From an optimization exercise on the open Yosys and OpenROAD flow, aimed at small area; shortcuts taken in it are not production practice. The RTL was checked by simulation tests, not by an equivalence proof against the original design. Power and IR drop assume default switching activity.

==> flow/design.v <==
`timescale 1ns/1ps
`default_nettype none
module game_top #(
    parameter logic [5:0] DEADLINE_START = 6'd15,
    parameter int         ITEM_SIZE      = 32
) (
    input  logic        posclk,
    input  logic        rst,
    input  logic        left,
    input  logic        right,
    input  logic        down,
    input  logic        up,
    input  logic        start,
    input  logic [2:0]  diff,
    output logic [10:0] block_x,
    output logic [9:0]  block_y,
    output logic [49:0] layer_top,
    output logic [43:0] item_x,
    output logic [39:0] item_y,
    output logic [3:0]  collected,
    output logic [5:0]  count,
    output logic        reminder1,
    output logic        reminder2,
    output logic        lose,
    output logic        win
);
    function automatic logic [10:0] add11(input logic [10:0] a, input logic [10:0] b,
                                          input logic ci);
        logic       c;
        logic [10:0] s;
        begin
            c = ci;
            for (int i = 0; i < 11; i++) begin
                s[i] = a[i] ^ b[i] ^ c;
                c    = (a[i] & b[i]) | (c & (a[i] ^ b[i]));
            end
            add11 = s;
        end
    endfunction
    function automatic logic [9:0] add10(input logic [9:0] a, input logic [9:0] b);
        logic [10:0] s;
        begin
            s     = add11({1'b0, a}, {1'b0, b}, 1'b0);
            add10 = s[9:0];
        end
    endfunction
    function automatic logic [4:0] add5(input logic [4:0] a, input logic [4:0] b);
        logic       c;
        logic [4:0] s;
        begin
            c = 1'b0;
            for (int i = 0; i < 5; i++) begin
                s[i] = a[i] ^ b[i] ^ c;
                c    = (a[i] & b[i]) | (c & (a[i] ^ b[i]));
            end
            add5 = s;
        end
    endfunction
    logic [10:0] bx;           
    logic [9:0]  by;
    logic [49:0] prev_top;
    logic [2:0]  spd;
    logic [2:0]  speed;
    logic [4:0]  wrap;         
    logic [4:0]  wrap_prev;    
    logic [54:0] gap_e;        
    logic [10:0] nby;
    always_comb begin
        case (diff)
            3'b000:  speed = 3'd1;
            3'b001:  speed = 3'd2;
            3'b010:  speed = 3'd3;
            3'b100:  speed = 3'd4;
            default: speed = 3'd2;
        endcase
    end
    assign nby = ~{1'b0, by};
    always_comb begin
        for (int i = 0; i < 5; i++) begin
            wrap_prev[i] = i != 3 && spd != 3'd0 && prev_top[10*i +: 10] >= 10'd765;
            gap_e[11*i +: 11] = add11({1'b0, prev_top[10*i +: 10]}, nby, 1'b0);
            if (i == 3)
                layer_top[10*i +: 10] = prev_top[10*i +: 10];
            else if (wrap_prev[i])
                layer_top[10*i +: 10] = 10'd10;
            else
                layer_top[10*i +: 10] = add10(prev_top[10*i +: 10], {7'd0, spd});
            wrap[i] = layer_top[10*i +: 10] >= 10'd765;
        end
    end
    always_ff @(posedge posclk) begin
        if (rst) begin
            prev_top <= {10'd830, 10'd660, 10'd500, 10'd320, 10'd150};
            spd      <= 3'd0;
        end else begin
            prev_top <= layer_top;
            prev_top[39:30] <= wrap[3] ? 10'd10 : add10(layer_top[39:30], {7'd0, speed});
            spd      <= speed;
        end
    end
    logic [3:0] cnt;
    logic       dec;
    logic       tick;
    logic [4:0] cnt_dec;
    assign cnt_dec   = add5({1'b0, cnt}, {5{tick}});
    assign tick      = (wrap[1] | wrap[3]) & start & (cnt != 4'd0);
    assign count     = {2'b00, cnt};
    assign reminder1 = dec ? cnt <= 4'd9 : cnt <= 4'd10;
    assign reminder2 = dec ? cnt <= 4'd4 : cnt <= 4'd5;
    assign lose      = dec ? cnt == 4'd0 : cnt <= 4'd1;
    always_ff @(posedge posclk) begin
        if (rst) begin
            cnt <= DEADLINE_START[3:0];
            dec <= 1'b0;
        end else begin
            cnt <= cnt_dec[3:0];
            dec <= tick;
        end
    end
    logic [10:0] x_next;
    logic [10:0] x_sum;
    logic [10:0] x_step;
    logic [9:0]  y_next;
    logic [10:0] y_sum;
    logic [9:0]  y_step;
    logic        landed;
    logic        respawn;
    logic [10:0] e;
    logic        near;
    logic        land_3;
    logic [4:0]  land_e;
    logic [4:0]  land_f;
    logic        land_jump;
    logic        land_last;
    logic [4:0]  jump_ok;
    logic [4:0]  solid;
    assign block_x = bx;
    assign block_y = by;
    always_comb begin
        solid[0] = bx < 11'd300 || bx > 11'd418;
        solid[1] = bx < 11'd900 || bx > 11'd1168;
        solid[2] = bx < 11'd580 || bx > 11'd768;
        solid[3] = solid[0];
        solid[4] = solid[1];
        jump_ok[1] = bx > 11'd295 && bx < 11'd423;
        jump_ok[0] = bx > 11'd895 && bx < 11'd1173;
        jump_ok[3] = bx > 11'd575 && bx < 11'd773;
        jump_ok[2] = jump_ok[0];
        jump_ok[4] = jump_ok[1];
        landed    = 1'b0;
        land_e    = 5'd0;
        land_3    = 1'b0;
        land_jump = 1'b0;
        land_last = 1'b0;
        for (int l = 0; l < 5; l++) begin
            e = gap_e[11*l +: 11];
            if (l == 3)                          
                near = e >= 11'd26 && e <= 11'd36;
            else if (e[10:6] != 5'd0)
                near = 1'b0;
            else begin
                case (spd)
                    3'd0:    near = e[5:0] >= 6'd26 && e[5:0] <= 6'd36;
                    3'd1:    near = e[5:0] >= 6'd25 && e[5:0] <= 6'd35;
                    3'd2:    near = e[5:0] >= 6'd24 && e[5:0] <= 6'd34;
                    3'd3:    near = e[5:0] >= 6'd23 && e[5:0] <= 6'd33;
                    default: near = e[5:0] >= 6'd22 && e[5:0] <= 6'd32;
                endcase
            end
            if (!landed && !wrap_prev[l] && solid[l] && near) begin
                landed    = 1'b1;
                land_e    = e[4:0];
                land_3    = (l == 3);
                land_jump = jump_ok[l];
                land_last = (l == 4);
            end
        end
        land_f = add5(land_e, land_3 ? 5'd0 : {2'b00, spd});
        respawn = by >= 10'd758;
        if (left && !right)
            x_step = 11'h7f7;                  
        else if (right && !left)
            x_step = 11'd9;
        else
            x_step = 11'd0;
        x_sum = add11(bx, x_step, 1'b0);
        if (respawn)
            x_next = 11'd700;
        else if (left && !right && bx < 11'd19)
            x_next = 11'd10;
        else if (right && !left && bx > 11'd1227)
            x_next = 11'd1236;
        else
            x_next = x_sum;
        if (landed && up && land_jump)
            y_step = 10'h338;                  
        else if (landed && up && land_last)
            y_step = 10'h3ba;                  
        else if (landed && up)
            y_step = 10'h39c;                  
        else if (landed)
            y_step = {{5{land_f[4]}}, land_f};    
        else if (down)
            y_step = 10'd16;                   
        else
            y_step = 10'd7;                    
        y_sum = add11({1'b0, by}, {1'b0, y_step}, landed && !up);
        if (landed) begin
            if (up && ((land_jump && by < 10'd210) || (!land_jump && land_last && by < 10'd80)
                       || (!land_jump && !land_last && by < 10'd110)))
                y_next = 10'd10;
            else
                y_next = y_sum[9:0];
        end else if (respawn) begin
            y_next = 10'd10;
        end else if ((down && by == 10'd0) || (!down && by < 10'd10)) begin
            y_next = 10'd17;
        end else begin
            y_next = y_sum[9:0];
        end
    end
    always_ff @(posedge posclk) begin
        if (rst) begin
            bx <= 11'd140;
            by <= 10'd200;
        end else begin
            bx <= x_next;
            by <= y_next;
        end
    end
    logic [3:0]  coll;
    logic [3:0]  snap;
    logic [3:0]  hit;
    logic [3:0]  xwin;
    logic [39:0] ride;
    logic [43:0] item_e;
    logic [10:0] ie;
    logic        yhit;
    assign ride  = {prev_top[19:10], prev_top[49:40], prev_top[29:20], prev_top[9:0]};
    assign item_e = {gap_e[21:11], gap_e[54:44], gap_e[32:22], gap_e[10:0]};
    assign xwin[0] = bx > 11'd68  && bx < 11'd132;
    assign xwin[1] = bx > 11'd868 && bx < 11'd932;
    assign xwin[2] = bx > 11'd118 && bx < 11'd182;
    assign xwin[3] = bx > 11'd568 && bx < 11'd632;
    always_comb begin
        for (int i = 0; i < 4; i++) begin
            if (coll[i])
                item_y[10*i +: 10] = 10'd900;
            else if (snap[i])
                item_y[10*i +: 10] = 10'd10;
            else
                item_y[10*i +: 10] = add10(ride[10*i +: 10], 10'h3d8);    
            ie = item_e[11*i +: 11];
            if (snap[i])
                yhit = by < 10'd42;
            else if (ride[10*i +: 10] >= 10'd40)
                yhit = ie >= 11'd8 && ie <= 11'd70;
            else
                yhit = ie >= 11'd1032 && ie <= 11'd1094;
            hit[i] = !coll[i] && xwin[i] && yhit;
        end
    end
    assign item_x[10:0]  = coll[0] ? 11'd900  : 11'd100;
    assign item_x[21:11] = coll[1] ? 11'd1100 : 11'd900;
    assign item_x[32:22] = coll[2] ? 11'd900  : 11'd150;
    assign item_x[43:33] = coll[3] ? 11'd1100 : 11'd600;
    assign collected = coll;
    assign win = &coll;
    always_ff @(posedge posclk) begin
        for (int i = 0; i < 4; i++) begin
            if (rst) begin
                coll[i] <= 1'b0;
                snap[i] <= 1'b0;
            end else begin
                coll[i] <= coll[i] | hit[i];
                snap[i] <= !snap[i] && (ride[10*i +: 10] < 10'd40 || ride[10*i +: 10] >= 10'd798);
            end
        end
    end
endmodule
`default_nettype wire
==> flow/flow/run.sh <==
#!/bin/bash
# Standard synthesis; its combinational logic remapped for area by ABC with a few
# recipes (the flip-flops stay as synthesis made them); the smallest result is kept
# only if a SAT proof shows it equal to the standard netlist. Then the standard layout,
# with the smallest buffer on the ports, one tie cell per constant and a clkbuf_8 clock
# tree without dummy loads.
set -euo pipefail
export BUFFER_PORTS_ARGS="-buffer_cell sky130_fd_sc_hd__buf_1"
export CTS_ARGS="-sink_clustering_enable -repair_clock_nets -buf_list sky130_fd_sc_hd__clkbuf_4 -root_buf sky130_fd_sc_hd__clkbuf_8 -sink_clustering_size 10 -dont_use_dummy_load"
export SKIP_REPAIR_TIE_FANOUT=1
export GPL_KEEP_OVERFLOW=0
bash standard.sh synth > synth.log 2>&1
R=orfs/results/$FLOW_PLATFORM/game_top/base
Y=$FLOW_HOME/../tools/install/yosys/bin/yosys
LIB=$FLOW_HOME/platforms/$FLOW_PLATFORM/lib/sky130_fd_sc_hd__tt_025C_1v80.lib
cp $R/1_2_yosys.v standard_netlist.v
export REMAP_LIB=$LIB REMAP_IN=standard_netlist.v REMAP_TOP=$FLOW_TOP
export REMAP_DONT_USE="$(cat flow/dont_use.txt)"
recipes=(
  "+strash;&get -n;&deepsyn -J 10 -T 300;&put;&get -n;&dch -f;&nf -R 1000;&put"
  "+strash;&get -n;&deepsyn -J 10 -T 300;&put;&get -n;&dch -f;&nf -F 10 -A 10 -a -C 32 -p -R 1000;&put"
)
best=""; best_area=""
for i in "${!recipes[@]}"; do
    export REMAP_SCRIPT="${recipes[$i]}" REMAP_OUT=remap_$i.v REMAP_STAT=remap_stat_$i.txt
    if "$Y" -c flow/remap.tcl > remap_$i.log 2>&1; then
        a=$(awk '/Chip area/ {print $NF}' remap_stat_$i.txt)
        echo "recipe $i: area $a" >> remap.log
        if [[ -z "$best" ]] || awk -v a="$a" -v b="$best_area" 'BEGIN {exit !(a < b)}'; then
            best=remap_$i.v; best_area=$a
        fi
    else
        echo "recipe $i: failed" >> remap.log
    fi
done
if [[ -n "$best" ]] && bash flow/equiv.sh "$Y" standard_netlist.v "$best" "$LIB" > equiv.log 2>&1; then
    echo "$best (area $best_area) proven equal; using it" >> remap.log
    cp "$best" $R/1_2_yosys.v
else
    echo "no remapped netlist proven equal; keeping the standard netlist" >> remap.log
fi
bash standard.sh finish > finish.log 2>&1
==> flow/flow/cutff.py <==
#!/usr/bin/env python3
"""Cut every flip-flop of a flat netlist: Q becomes a new input, D a new output.
usage: cutff.py in.v out.v newname"""
import re, sys
src = open(sys.argv[1]).read()
ff = re.compile(r'\n\s*(sky130_fd_sc_hd__df\w+)\s+(\\\S+|\w+)\s*\((.*?)\);', re.S)
ins, outs, assigns = [], [], []
def repl(m):
    name = m.group(2).lstrip('\\')
    pins = dict(re.findall(r'\.(\w+)\(([^()]*)\)', m.group(3)))
    key = re.sub(r'\W', '_', name)
    ins.append(f'ffq_{key}'); outs.append(f'ffd_{key}')
    assigns.append(f'  assign {pins["Q"].strip()} = ffq_{key};\n  assign ffd_{key} = {pins["D"].strip()};\n')
    return '\n'
body = ff.sub(repl, src)
m = re.search(r'module\s+(\w+)\s*\((.*?)\);', body, re.S)
ports = m.group(2).strip()
newports = ports + ', ' + ', '.join(ins + outs)
decl = ''.join(f'  input {p};\n' for p in ins) + ''.join(f'  output {p};\n' for p in outs)
body = body[:m.start()] + f'module {sys.argv[3]}({newports});\n' + decl + body[m.end():]
body = body.replace('endmodule', ''.join(assigns) + 'endmodule')
open(sys.argv[2], 'w').write(body)
print(len(ins), 'flip-flops cut')
==> flow/flow/dont_use.txt <==
sky130_fd_sc_hd__probe_p_8
sky130_fd_sc_hd__probec_p_8
sky130_fd_sc_hd__lpflow_bleeder_1
sky130_fd_sc_hd__lpflow_clkbufkapwr_1
sky130_fd_sc_hd__lpflow_clkbufkapwr_16
sky130_fd_sc_hd__lpflow_clkbufkapwr_2
sky130_fd_sc_hd__lpflow_clkbufkapwr_4
sky130_fd_sc_hd__lpflow_clkbufkapwr_8
sky130_fd_sc_hd__lpflow_clkinvkapwr_1
sky130_fd_sc_hd__lpflow_clkinvkapwr_16
sky130_fd_sc_hd__lpflow_clkinvkapwr_2
sky130_fd_sc_hd__lpflow_clkinvkapwr_4
sky130_fd_sc_hd__lpflow_clkinvkapwr_8
sky130_fd_sc_hd__lpflow_decapkapwr_12
sky130_fd_sc_hd__lpflow_decapkapwr_3
sky130_fd_sc_hd__lpflow_decapkapwr_4
sky130_fd_sc_hd__lpflow_decapkapwr_6
sky130_fd_sc_hd__lpflow_decapkapwr_8
sky130_fd_sc_hd__lpflow_inputiso0n_1
sky130_fd_sc_hd__lpflow_inputiso0p_1
sky130_fd_sc_hd__lpflow_inputiso1n_1
sky130_fd_sc_hd__lpflow_inputiso1p_1
sky130_fd_sc_hd__lpflow_inputisolatch_1
sky130_fd_sc_hd__lpflow_isobufsrc_1
sky130_fd_sc_hd__lpflow_isobufsrc_16
sky130_fd_sc_hd__lpflow_isobufsrc_2
sky130_fd_sc_hd__lpflow_isobufsrc_4
sky130_fd_sc_hd__lpflow_isobufsrc_8
sky130_fd_sc_hd__lpflow_isobufsrckapwr_16
sky130_fd_sc_hd__lpflow_lsbuf_lh_hl_isowell_tap_1
sky130_fd_sc_hd__lpflow_lsbuf_lh_hl_isowell_tap_2
sky130_fd_sc_hd__lpflow_lsbuf_lh_hl_isowell_tap_4
sky130_fd_sc_hd__lpflow_lsbuf_lh_isowell_4
sky130_fd_sc_hd__lpflow_lsbuf_lh_isowell_tap_1
sky130_fd_sc_hd__lpflow_lsbuf_lh_isowell_tap_2
sky130_fd_sc_hd__lpflow_lsbuf_lh_isowell_tap_4
sky130_fd_sc_hd__fill_1
sky130_fd_sc_hd__fill_2
sky130_fd_sc_hd__fill_4
sky130_fd_sc_hd__fill_8
*clkdlybuf*
*dlygate*
==> flow/flow/equiv.sh <==
#!/bin/bash
# usage: equiv.sh yosys std.v remapped.v lib
# Combinational equivalence of two netlists with the same flip-flops: each flip-flop
# is cut into a new input (Q) and output (D), and a SAT miter proves the logic equal.
set -euo pipefail
Y=$1; D=$(dirname "$0")
python3 "$D/cutff.py" "$2" equiv_gold.v gold
python3 "$D/cutff.py" "$3" equiv_gate.v gate
"$Y" -p "read_liberty -ignore_miss_func $4; read_verilog equiv_gold.v equiv_gate.v; flatten gold gate; opt_clean; miter -equiv -flatten -make_assert -ignore_gold_x gold gate miter; hierarchy -top miter; sat -verify -prove-asserts miter"
==> flow/flow/remap.tcl <==
# Remap the combinational logic of the standard synthesis netlist for area.
# The flip-flops are kept as they are (same instances, names and cells).
yosys -import
set lib $::env(REMAP_LIB)
set dont_use {}
foreach c $::env(REMAP_DONT_USE) { lappend dont_use -dont_use $c }
read_liberty -ignore_miss_func $lib
read_verilog $::env(REMAP_IN)
hierarchy -top $::env(REMAP_TOP)
blackbox sky130_fd_sc_hd__dfxtp_1 {*}[expr {[info exists ::env(REMAP_KEEP)] ? $::env(REMAP_KEEP) : ""}]
flatten
opt_clean -purge
abc -liberty $lib {*}$dont_use -script $::env(REMAP_SCRIPT)
opt_clean -purge
write_verilog -noattr -noexpr $::env(REMAP_OUT).raw.v
design -reset
read_liberty -lib $lib
read_verilog $::env(REMAP_OUT).raw.v
hierarchy -top $::env(REMAP_TOP)
splitnets
opt_clean -purge
hilomap -singleton -hicell sky130_fd_sc_hd__conb_1 HI -locell sky130_fd_sc_hd__conb_1 LO
insbuf -buf sky130_fd_sc_hd__buf_4 A X
check -assert
tee -o $::env(REMAP_STAT) stat -liberty $lib
write_verilog -noattr -nohex -nodec $::env(REMAP_OUT)
==> flow/standard.sh <==
#!/bin/bash
# synth_recipe.tcl (not shown) runs the flow's synth.tcl, then flattens the netlist and writes it again
# the make line also repeats each setting of config.mk as NAME=value (left out here)
make -C /OpenROAD-flow-scripts/flow DESIGN_CONFIG=/design/flow/config.mk WORK_HOME=/design/flow/orfs CLKGATE_MAP_FILE= SYNTH_SCRIPT=/design/flow/synth_recipe.tcl "${@:-finish}"
==> flow/config.mk <==
export PLATFORM = sky130hd
export DESIGN_NAME = game_top
export DESIGN_NICKNAME = game_top
export VERILOG_FILES = /design/flow/design.v
export SDC_FILE = /design/flow/constraint.sdc
export NUM_CORES = 4
export LEC_CHECK = 0
export CAP_MARGIN = 20
export CORE_MARGIN = 2
export CORE_UTILIZATION = 72
export PLACE_DENSITY = 0.82
export SLEW_MARGIN = 20
==> flow/constraint.sdc <==
create_clock -name core_clock -period 10.0 [get_ports {posclk}]
set_input_delay 2.0000 -clock core_clock [delete_from_list [all_inputs] [get_ports {posclk}]]
set_output_delay 2.0000 -clock core_clock [all_outputs]
set_load 0.01 [all_outputs]
==> summary.md, run 1 <==
| Metric | Value |
|---|---|
| Synth Cell Area | `between 7000 and 8000 sq um` |
| Hold buffers post-CTS | `0` |
| Syn Area/Cell | `between 7 and 8 sq um` |
| Setup TNS | `0 ns` |
| Vias/cell | `~6.3` |
| Pre-CTS WS | `slightly below 2 ns` |
| Core region area | `about 10000 sq um` |
| Crit path time final | `8.319 ns` |
| Power Total | `roughly 0.0020 W` |
| Initial drt markers | `847` |
| Worst setup margin | `~1.7 ns` |
| I/O Pins | `around 180` |
| Global-route wire length before repair | `between 30000 and 40000 um` |
| Worst setup EP type | `flip-flop` |
| Initial antenna violation count | `0` |
| Post-CTS setup buffers | `0` |
| Endpoints failing setup | `0` |
| Critical path launch point type | `flip-flop` |
| Max Transition Viols Final | `0` |
| CP Max Fanout | `17` |
| Max incr delay on CP | `around 0.92 ns` |
| Inserted Clock Buffers | `9` |
| Storage cell area | `1742 sq um` |
| Clock-pin slew on the worst setup and hold paths | `~0.09 ns` |
| Max_cap viols | `0` |
| Die outline area | `roughly 12000 sq um` |
| Setup CP Type | `flip-flop to flip-flop` |
| DRC Markers | `0` |
| RSZ-0062 raised after global routing | `false` |
| Final WL | `~22000 um` |
| PortBufs | `approximately 150` |
| Synth warn | `1` |
| # diodes | `0` |
| FILL cells | `about 880` |
| Rows | `37` |
| WL per Instance | `around 17 um` |
| CTS tree | `yes` |
| Synthesis-to-layout area growth | `3.578%` |
| Clock latency (worst-skew pair) | `~0.39 ns` |
| DR vias | `slightly above 8000` |
| Worst Path Buf+Inv | `1` |
| Hold Crit Class | `flip-flop to flip-flop` |
| Relative slew slack | `0.2825` |
| Die X | `around 110 um` |
| Remaining Overflow, GRT | `0` |
| Pin slew with the least headroom to its limit | `between 1 and 1.5 ns` |
| Cell mode on critical path | `o21ai_0` |
| Largest net degree at the start of global routing | `42` |
| Worst R2R Setup Slack | `1.68 ns` |
| CTS Root Cell | `clkbuf_8` |
| Period Utilization, post-route | `0.8319` |
| H-tree levels | `3` |
| CTS resizes | `0` |
| Number of global-route vias before repair | `between 7000 and 8000` |
| DRT Pass-1 Iters | `5` |
| Antenna viol nets, final | `0` |
| Longest Clk Path Bufs | `2` |
| Placed Cells | `around 1300` |
| Layout Cells excl Fill | `between 1000 and 1500` |
| Status | `no timing/DRC/antenna violations` |
| Share of layout cells above drive strength 1 | `0.01031` |
| Nets@finish | `1176` |
| Fin. Hold Viols | `0` |
| Critical Path AT | `~8.6 ns` |
| Worst VDD drop | `0.2348 mV` |
| Starting Density | `0.7452` |
| Cell family with most CP delay | `simple AND/OR/NAND/NOR gates` |
| Syn Nets | `~1100` |
| HPWL Detailed | `about 16000 um` |
| Clock skew | `0.02222 ns` |
| Fmax | `120.2 MHz` |
| Area of the multi-input gates | `approximately 5200 sq um` |
| Slowest cell on the critical path | `dfxtp_1` |
| Leakage | `about 2.7 nW` |
| Synth Instances | `between 1000 and 1500` |
| Clock sinks | `87` |
| GRT Util Overall | `0.3814` |
| Height of the die | `approximately 110 um` |
| RD Place Congestion | `around 0.98` |
| Required @ worst endpoint | `just over 10 ns` |
| P per Cell Area | `roughly 250 nW/um^2` |
power breakdown:
| part | internal [W] | total, W | switching, W |
|---|---|---|---|
| Clock | 0.0000807 | 0.000202 | 0.000121 |
| Sequential | 0.000400 | 0.000584 | 0.000184 |
| Combinational | 0.000486 | 0.00118 | 0.000699 |
| Total | 0.000967 | 0.00197 | 0.00100 |
per-layer routing:
metal,wire length (um),global-route usage,vias to the layer above
met5,0,0,-
met4,673,0.1511,0
met3,2071,0.05872,60
met2,9825,0.5916,438
met1,9500,0.5281,3758
li1,-,-,3970
tightest hold or removal path: stages, from the launching register on:
cell,delay (ns)
dfxtp_1,0.36
o21ai_0,0.09
nand2b_1,0.05
path summary, 6_finish.rpt:
path,startpoint,end,depth (start not counted)
max,by[8],by[9],29
max reg2reg,by[8],by[9],29
min reg2reg,cnt[3],cnt[3],2
min,cnt[3],cnt[3],2
cells in the final DEF, fill, tap and decap left out, types with 18 or more instances in the layout:
| cell | count |
|---|---|
| and3_1 | 21 |
| nor2b_1 | 36 |
| or2_0 | 26 |
| maj3_1 | 20 |
| buf_1 | 150 |
| xor2_1 | 31 |
| nor3_1 | 65 |
| clkinv_1 | 46 |
| xnor2_1 | 91 |
| o21ai_0 | 73 |
| nand2_1 | 88 |
| nor2_1 | 99 |
| a31oi_1 | 18 |
| nand3_1 | 24 |
| a21oi_1 | 91 |
| dfxtp_1 | 87 |
metrics by stage:
step | area [sq um] | util | hold WS, ns
6_report | 8040 | 0.7719 | 0.5352
5_1_grt | 8040 | 0.7719 | 0.5849
4_1_cts | 8036 | 0.7715 | 0.5362
3_5_place_dp | 7913 | 0.7596 | 0.5253
3_3_place_gp | 7891 | 0.7576 | 0.5174
2_1_floorplan | 7762 | - | 0.4919
state kept, by name (all words and copies together), names as in the netlist:
name      flops
prev_top     50
bx           11
by           10
cnt           4
coll          4
snap          4
spd           3
dec           1
layout make-up:
| cell class | instances | area share |
|---|---|---|
| Sequential cell | 87 | 0.2166 |
| Timing Repair Buffer | 152 | 0.07314 |
| Clock buffer | 9 | 0.01541 |
| Inverter | 46 | 0.02148 |
| Tap cell | 136 | 0.02116 |
| Multi-Input combinational cell | 870 | 0.6522 |
==> run 2, diff against run 1 <==
--- a/flow/flow/run.sh
+++ b/flow/flow/run.sh
@@ -9,5 +9,4 @@
 export CTS_ARGS="-sink_clustering_enable -repair_clock_nets -buf_list sky130_fd_sc_hd__clkbuf_4 -root_buf sky130_fd_sc_hd__clkbuf_8 -sink_clustering_size 10 -dont_use_dummy_load"
 export SKIP_REPAIR_TIE_FANOUT=1
-export GPL_KEEP_OVERFLOW=0
 bash standard.sh synth > synth.log 2>&1
 R=orfs/results/$FLOW_PLATFORM/game_top/base
@@ -17,11 +16,14 @@
 export REMAP_LIB=$LIB REMAP_IN=standard_netlist.v REMAP_TOP=$FLOW_TOP
 export REMAP_DONT_USE="$(cat flow/dont_use.txt)"
+# Each recipe: cells kept as they are besides the flip-flops | ABC script.
 recipes=(
-  "+strash;&get -n;&deepsyn -J 10 -T 300;&put;&get -n;&dch -f;&nf -R 1000;&put"
-  "+strash;&get -n;&deepsyn -J 10 -T 300;&put;&get -n;&dch -f;&nf -F 10 -A 10 -a -C 32 -p -R 1000;&put"
+  "|+strash;&get -n;&deepsyn -T 30;&put;&get -n;&dch -f;&nf -R 1000;&put"
+  "|+strash;&get -n;&deepsyn -T 30;&put;&get -n;&dch -f;&nf -F 10 -A 10 -a -C 32 -p -R 1000;&put"
+  "sky130_fd_sc_hd__fa_1|+strash;&get -n;&deepsyn -T 30;&put;&get -n;&dch -f;&nf -F 10 -A 10 -a -C 32 -p -R 1000;&put"
 )
 best=""; best_area=""
 for i in "${!recipes[@]}"; do
-    export REMAP_SCRIPT="${recipes[$i]}" REMAP_OUT=remap_$i.v REMAP_STAT=remap_stat_$i.txt
+    export REMAP_KEEP="${recipes[$i]%%|*}" REMAP_SCRIPT="${recipes[$i]#*|}"
+    export REMAP_OUT=remap_$i.v REMAP_STAT=remap_stat_$i.txt
     if "$Y" -c flow/remap.tcl > remap_$i.log 2>&1; then
         a=$(awk '/Chip area/ {print $NF}' remap_stat_$i.txt)
--- a/flow/config.mk
+++ b/flow/config.mk
@@ -8,5 +8,5 @@
 export CAP_MARGIN = 20
 export CORE_MARGIN = 2
-export CORE_UTILIZATION = 72
-export PLACE_DENSITY = 0.82
+export CORE_UTILIZATION = 65
+export PLACE_DENSITY = 0.75
 export SLEW_MARGIN = 20
==> summary.md, run 2 <==
| Metric | Value |
|---|---|
| Status | `no timing/DRC/antenna violations` |
| Required @ worst endpoint | `10.27 ns (-0.02 ns)` |
| Worst setup EP type | `flip-flop` |
| GRT Util Overall | `0.3213 (-0.06014)` |
| Clock skew | `0.02794 ns (+0.005718 ns)` |
| Period Utilization, post-route | `0.9573 (+0.1254)` |
| Max Transition Viols Final | `0 (unchanged)` |
| CP Max Fanout | `6 (-11)` |
| Fmax | `104.5 MHz (-13%)` |
| Critical Path AT | `9.84 ns (+1.23 ns)` |
| Largest register by flop count | `prev_top` |
| # diodes | `0 (unchanged)` |
| Slowest cell on the critical path | `fa_1` |
| Setup crit start | `by[1]` |
| I/O Pins | `179 (unchanged)` |
| Vias/cell | `6.034 (-4.6%)` |
| Relative slew slack | `0.4174 (+0.1348)` |
| Cell family with most CP delay | `adder cells` |
| Placed Cells | `1181 (-8.5%)` |
| Height of the die | `113.1 um (+4.9%)` |
| Worst R2R Setup Slack | `0.43 ns (-1.25 ns)` |
| Cell mode on critical path | `fa_1` |
| WL per Instance | `17.14 um (+0.95%)` |
| Most common cell after layout, fill and taps aside | `buf_1` |
| Clock latency (worst-skew pair) | `0.37 ns (-0.02 ns)` |
| H-tree levels | `3 (unchanged)` |
| Storage cell area | `1748 sq um (+0.36%)` |
| FILL cells | `1012 (+15%)` |
| Util after Layout | `0.7085 (-0.06340)` |
| Layout Cells excl Fill | `1193 (-8.2%)` |
| CTS Root Cell | `clkbuf_8` |
| Critical path depth in cells | `43 (+48%)` |
| Initial drt markers | `777 (-8.3%)` |
| Worst hold stages | `2 (unchanged)` |
| Top flop regs | `prev_top (50), bx (11), by (10)` |
| Core region area | `11520 sq um (+11%)` |
| Die X | `113.1 um (+4.9%)` |
| Crit path time final | `9.573 ns (+1.254 ns)` |
| Global-route wire length before repair | `32800 um (-8.2%)` |
| Synthesis-to-layout area growth | `5.518%` |
| Number of global-route vias before repair | `6497 (-10%)` |
| Critical path launch point type | `flip-flop` |
| DRT Pass-1 Iters | `17 (+12)` |
| Syn Nets | `1043 (-4.7%)` |
| Leakage | `3.064 nW (+12%)` |
| Longest Clk Path Bufs | `2 (unchanged)` |
| Worst Path Buf+Inv | `8 (+7)` |
| Fin. Hold Viols | `0 (unchanged)` |
| Endpoints failing setup | `0 (unchanged)` |
| Worst VDD drop | `0.1461 mV (-38%)` |
| Clock-pin slew on the worst setup and hold paths | `0.09 ns (about the same)` |
| Commonest cells after routing, fill and taps aside | `buf_1, nor2_1, clkinv_1, dfxtp_1` |
| DR vias | `7199 (-12%)` |
| R2R Path Start | `by[1]` |
| Final WL | `20450 um (-7.4%)` |
| DRC Markers | `0 (unchanged)` |
| Worst reg-to-reg path cell count | `43 (+48%)` |
| Rows | `39 (+5.4%)` |
| Initial antenna violation count | `0 (unchanged)` |
| Clock sinks | `87 (unchanged)` |
| HPWL Detailed | `15270 um (-3.5%)` |
| Setup CP Type | `flip-flop to flip-flop` |
| Largest net degree at the start of global routing | `70 (+67%)` |
| R2r endpoint | `by[9]` |
| Hold Crit Class | `flip-flop to flip-flop` |
| Synth Instances | `956 (-12%)` |
| P per Cell Area | `221.3 nW/um^2 (-9.7%)` |
| Antenna viol nets, final | `0 (unchanged)` |
| Pin slew with the least headroom to its limit | `0.8728 ns (-0.2020 ns)` |
| CTS tree | `yes` |
| Inserted Clock Buffers | `9 (unchanged)` |
| Starting Density | `0.6714 (-0.07378)` |
| Die outline area | `12780 sq um (+10%)` |
| Area of the multi-input gates | `5085 sq um (-3.0%)` |
| Synth Cell Area | `7732 sq um (-0.39%)` |
| Remaining Overflow, GRT | `0 (unchanged)` |
| RD Place Congestion | `0.9623 (-2.3%)` |
| PortBufs | `151 (unchanged)` |
| Worst setup path endpoint | `by[9]` |
| Syn Area/Cell | `8.088 sq um (+13%)` |
| Max incr delay on CP | `0.45 ns (-0.47 ns)` |
| Hold buffers post-CTS | `0 (unchanged)` |
| Share of layout cells above drive strength 1 | `0.03810 (+0.02779)` |
| Nets@finish | `1139 (-3.1%)` |
| Max_cap viols | `0 (unchanged)` |
| Max FFs per register | `50 (unchanged)` |
| Synth warn | `1 (unchanged)` |
==> run 2: report_power, final <==
part / total, W / internal, W / switching (W)
clock: 0.000199 / 0.0000808 / 0.000118
sequential: 0.000562 / 0.000402 / 0.000160
combinational: 0.00104 / 0.000434 / 0.000610
total: 0.00181 / 0.000917 / 0.000888
==> run 2: routing by layer <==
metal  wire length [um]  track usage  share of wire
met2               9586       0.5050           0.47
met1               8689       0.4536           0.42
met3               1793      0.06267          0.088
met5                  0            0              0
met4                375      0.09756          0.018
==> run 2: how the worst min path moves through the flow <==
stage,start,slack (ns),to
after global routing,prev_top[38],0.60,prev_top[38]
after CTS,prev_top[38],0.54,prev_top[38]
after global placement,cnt[3],0.52,cnt[3]
after floorplan,cnt[3],0.48,cnt[3]
after detailed placement,cnt[3],0.52,cnt[3]
final,prev_top[38],0.54,prev_top[38]
==> run 2: timing repair <==
| action | 4_1_cts | 5_1_grt |
|---|---|---|
| pin swaps | 0 | 3 |
| resized for setup | 2 | 17 |
| endpoints found under the setup margin | 1 | 3 |
| buffers inserted | 0 | 3 |
==> run 2: area by class of cell <==
type | instances | area share
Multi-Input combinational cell | 699 | 0.6232
Sequential cell | 87 | 0.2142
Timing Repair Buffer | 166 | 0.08342
Inverter | 89 | 0.04202
Tap cell | 143 | 0.02193
Clock buffer | 9 | 0.01518
==> run 2: worst min-delay path: stages, from the launching register on <==
cell and delay [ns]:
dfxtp_1 0.33, a21oi_1 0.11, nor3_1 0.06
==> run 2: metrics by stage <==
step                      TNS (ns)  setup WS, ns  hold WS [ns]  cell area [sq um]  total power (W)
after global routing      -0.01574      -0.01574        0.5969               8159         0.001954
final                            0        0.4266        0.5354               8159         0.001806
after CTS                        0       0.02426        0.5391               8090         0.001772
after global placement           0        0.1208        0.5187               7961         0.001554
after detailed placement   -0.1628       -0.1628        0.5226               7961         0.001569
after floorplan                  0        0.5804        0.4825               7732         0.001311
==> run 3, diff against run 2 <==
--- a/flow/flow/run.sh
+++ b/flow/flow/run.sh
@@ -9,4 +9,5 @@
 export CTS_ARGS="-sink_clustering_enable -repair_clock_nets -buf_list sky130_fd_sc_hd__clkbuf_4 -root_buf sky130_fd_sc_hd__clkbuf_8 -sink_clustering_size 10 -dont_use_dummy_load"
 export SKIP_REPAIR_TIE_FANOUT=1
+export GPL_KEEP_OVERFLOW=0
 bash standard.sh synth > synth.log 2>&1
 R=orfs/results/$FLOW_PLATFORM/game_top/base
==> summary.md, run 3 <==
| Metric | Value |
|---|---|
| Final WL | `20080 um (-1.8%)` |
| Die X | `113.1 um (unchanged)` |
| Worst VDD drop | `0.1540 mV (+5.4%)` |
| Leakage | `3.045 nW (-0.63%)` |
| Synth warn | `1 (unchanged)` |
| Final Instance Area | `8142 sq um (-0.21%)` |
| CTS tree | `yes` |
| FILL cells | `1034 (+2.2%)` |
| Max incr delay on CP | `0.50 ns (+0.05 ns)` |
| Hold buffers post-CTS | `0 (unchanged)` |
| Area after DPL | `7893 sq um (-0.86%)` |
| Clock-pin slew on the worst setup and hold paths | `0.08 ns (about the same)` |
| Nets@finish | `1133 (-0.53%)` |
| Initial antenna violation count | `0 (unchanged)` |
| Clock sinks | `87 (unchanged)` |
| Power Total | `0.001806 W (about the same)` |
| Relative slew slack | `0.2713 (-0.1460)` |
| Rows | `39 (unchanged)` |
| Area of the multi-input gates | `5097 sq um (+0.25%)` |
| Critical Path AT | `9.90 ns (+0.06 ns)` |
| Longest Clk Path Bufs | `2 (unchanged)` |
| Commonest cells after routing, fill and taps aside | `buf_1, nor2_1, clkinv_1, dfxtp_1, fa_1` |
| CTS Root Cell | `clkbuf_8` |
| Critical path launch point type | `flip-flop` |
| H-tree levels | `3 (unchanged)` |
| CP Max Fanout | `7 (+1)` |
| R2R Path Start | `by[1]` |
| Period Utilization, post-route | `0.9642 (+0.006851)` |
| Pin slew with the least headroom to its limit | `1.090 ns (+0.2175 ns)` |
| DRC Markers | `0 (unchanged)` |
| Synthesis-to-layout area growth | `5.291%` |
| Max Transition Viols Final | `0 (unchanged)` |
| P per Cell Area | `221.9 nW/um^2 (+0.25%)` |
| I/O Pins | `179 (unchanged)` |
| Required @ worst endpoint | `10.26 ns (about the same)` |
| Storage cell area | `1750 sq um (+0.14%)` |
| Share of layout cells above drive strength 1 | `0.03352 (-0.004570)` |
| Max_cap viols | `0 (unchanged)` |
| Clock latency (worst-skew pair) | `0.38 ns (about the same)` |
| Cell mode on critical path | `fa_1` |
| Fin. Hold Viols | `0 (unchanged)` |
| HPWL Detailed | `15050 um (-1.4%)` |
| Inserted Clock Buffers | `9 (unchanged)` |
| Most common cell after layout, fill and taps aside | `buf_1` |
| Largest register by flop count | `prev_top` |
| Top flop regs | `prev_top (50), bx (11), by (10)` |
| Max FFs per register | `50 (unchanged)` |
| Hold Crit Class | `flip-flop to flip-flop` |
| GRT Util Overall | `0.3227 (+0.001420)` |
| Remaining Overflow, GRT | `0 (unchanged)` |
| Number of global-route vias before repair | `6518 (+0.32%)` |
| DR vias | `7118 (-1.1%)` |
| Core region area | `11520 sq um (unchanged)` |
| Antenna viol nets, final | `0 (unchanged)` |
| Height of the die | `113.1 um (unchanged)` |
| Endpoints failing setup | `0 (unchanged)` |
| Status | `no timing/DRC/antenna violations` |
| Vias/cell | `5.997 (-0.63%)` |
| Crit path time final | `9.642 ns (+0.06851 ns)` |
| Global-route wire length before repair | `32640 um (-0.48%)` |
| Slowest cell on the critical path | `a2111oi_0` |
| # diodes | `0 (unchanged)` |
| DRT Pass-1 Iters | `20 (+3)` |
| Setup crit start | `by[1]` |
| Setup CP Type | `flip-flop to flip-flop` |
| Initial drt markers | `626 (-19%)` |
| Syn Nets | `1043 (unchanged)` |
| RD Place Congestion | `0.9619 (about the same)` |
| Starting Density | `0.6714 (unchanged)` |
| Synth Instances | `956 (unchanged)` |
| Min-delay src | `cnt[3]` |
| PortBufs | `151 (unchanged)` |
| Syn Area/Cell | `8.088 sq um (unchanged)` |
| Fmax | `103.7 MHz (-0.71%)` |
| Worst setup EP type | `flip-flop` |
| Worst R2R Setup Slack | `0.36 ns (-0.07 ns)` |
| Clock skew | `0.02891 ns (+0.0009679 ns)` |
| Die outline area | `12780 sq um (unchanged)` |
| Largest net degree at the start of global routing | `44 (-37%)` |
| WL per Instance | `16.92 um (-1.3%)` |
| Synth Cell Area | `7732 sq um (unchanged)` |
run 3: final timing paths:
path         cells after the start      to
max                             40   by[9]
min reg2reg                      2  cnt[3]
min                              2  cnt[3]
max reg2reg                     40   by[9]
run 3: per-stage QoR:
stage / setup TNS [ns] / std cells / util / setup WS, ns / hold slack [ns]
final: 0 / 1187 / 0.7070 / 0.3581 / 0.5385
after global routing: -0.01912 / 1187 / 0.7070 / -0.01912 / 0.5806
after CTS: 0 / 1179 / 0.6967 / 0.01012 / 0.5384
after detailed placement: -0.2954 / 1170 / 0.6854 / -0.2893 / 0.5279
after global placement: 0 / 1169 / 0.6834 / 0.008566 / 0.5181
after floorplan: 0 / 956 / - / 0.5804 / 0.4825
run 3: what timing repair did:
action / CTS / global route
setup buffers: 0 / 8
endpoints found under the setup margin: 2 / 3
cloned: 0 / 0
pin swaps: 0 / 1
resized for setup: 3 / 18
run 3: cell type report:
| type | count | area share |
|---|---|---|
| well taps | 143 | 0.02198 |
| clock buffers | 9 | 0.01521 |
| multi-input cells | 699 | 0.6261 |
| flip-flops and latches | 87 | 0.2150 |
| inverters | 89 | 0.04211 |
| repair buffers | 160 | 0.07961 |
run 3: where the power goes:
| part | internal (W) | total, W | switching (W) | leakage (nW) |
|---|---|---|---|---|
| Sequential | 0.000403 | 0.000564 | 0.000162 | 0.714 |
| Combinational | 0.000433 | 0.00105 | 0.000613 | 2.27 |
| Clock | 0.0000807 | 0.000195 | 0.000115 | 0.0647 |
| Total | 0.000917 | 0.00181 | 0.000890 | 3.05 |
run 3: routing by layer:
| metal | track usage | vias to the layer above | part of all wire |
|---|---|---|---|
| met3 | 0.04981 | 40 | 0.083 |
| met5 | 0 | - | 0 |
| li1 | - | 3376 | - |
| met4 | 0.1228 | 0 | 0.022 |
| met2 | 0.4982 | 329 | 0.46 |
| met1 | 0.4612 | 3373 | 0.43 |
run 3: critical path, delay by kind of cell (launching register included):
family / cells / cell delay (ns)
adders and majority gates: 18 / 6.00
DFF: 1 / 0.40
AOI/OAI and AO/OA: 4 / 0.93
buffers and inverters: 8 / 0.63
and+or+nand+nor: 8 / 1.29
xor gates and xnor gates: 2 / 0.31

static timing again, ports no longer ideal:
The results above use ideal ports. As a check the final layouts listed here were re-extracted and re-timed, cells and wires unchanged. Step 1 (the two cells are an assumption about what drives the block):
set clk [get_ports {posclk}]
set_driving_cell -lib_cell sky130_fd_sc_hd__clkbuf_16 $clk
set_driving_cell -lib_cell sky130_fd_sc_hd__buf_2 [delete_from_list [all_inputs] $clk]
Step 2 times the ports against the registers' clock, not the clock port: input delays grow and output delays shrink by t, the midpoint of the rising clock arrivals with the driver on. Slacks: ideal / step 1 / step 2; pairs: ideal / step 1.
| run | t, ns | slack for setup (ns) | slew at the worst register clock pin (ns) |
|---|---|---|---|
| run 1 | 0.410 | 1.681 / 1.681 / 1.681 | 0.09 / 0.09 |
| run 2 | 0.396 | 0.427 / 0.427 / 0.427 | 0.09 / 0.09 |
| run 3 | 0.400 | 0.358 / 0.358 / 0.358 | 0.09 / 0.09 |
After both steps setup and hold are still met in every run listed.
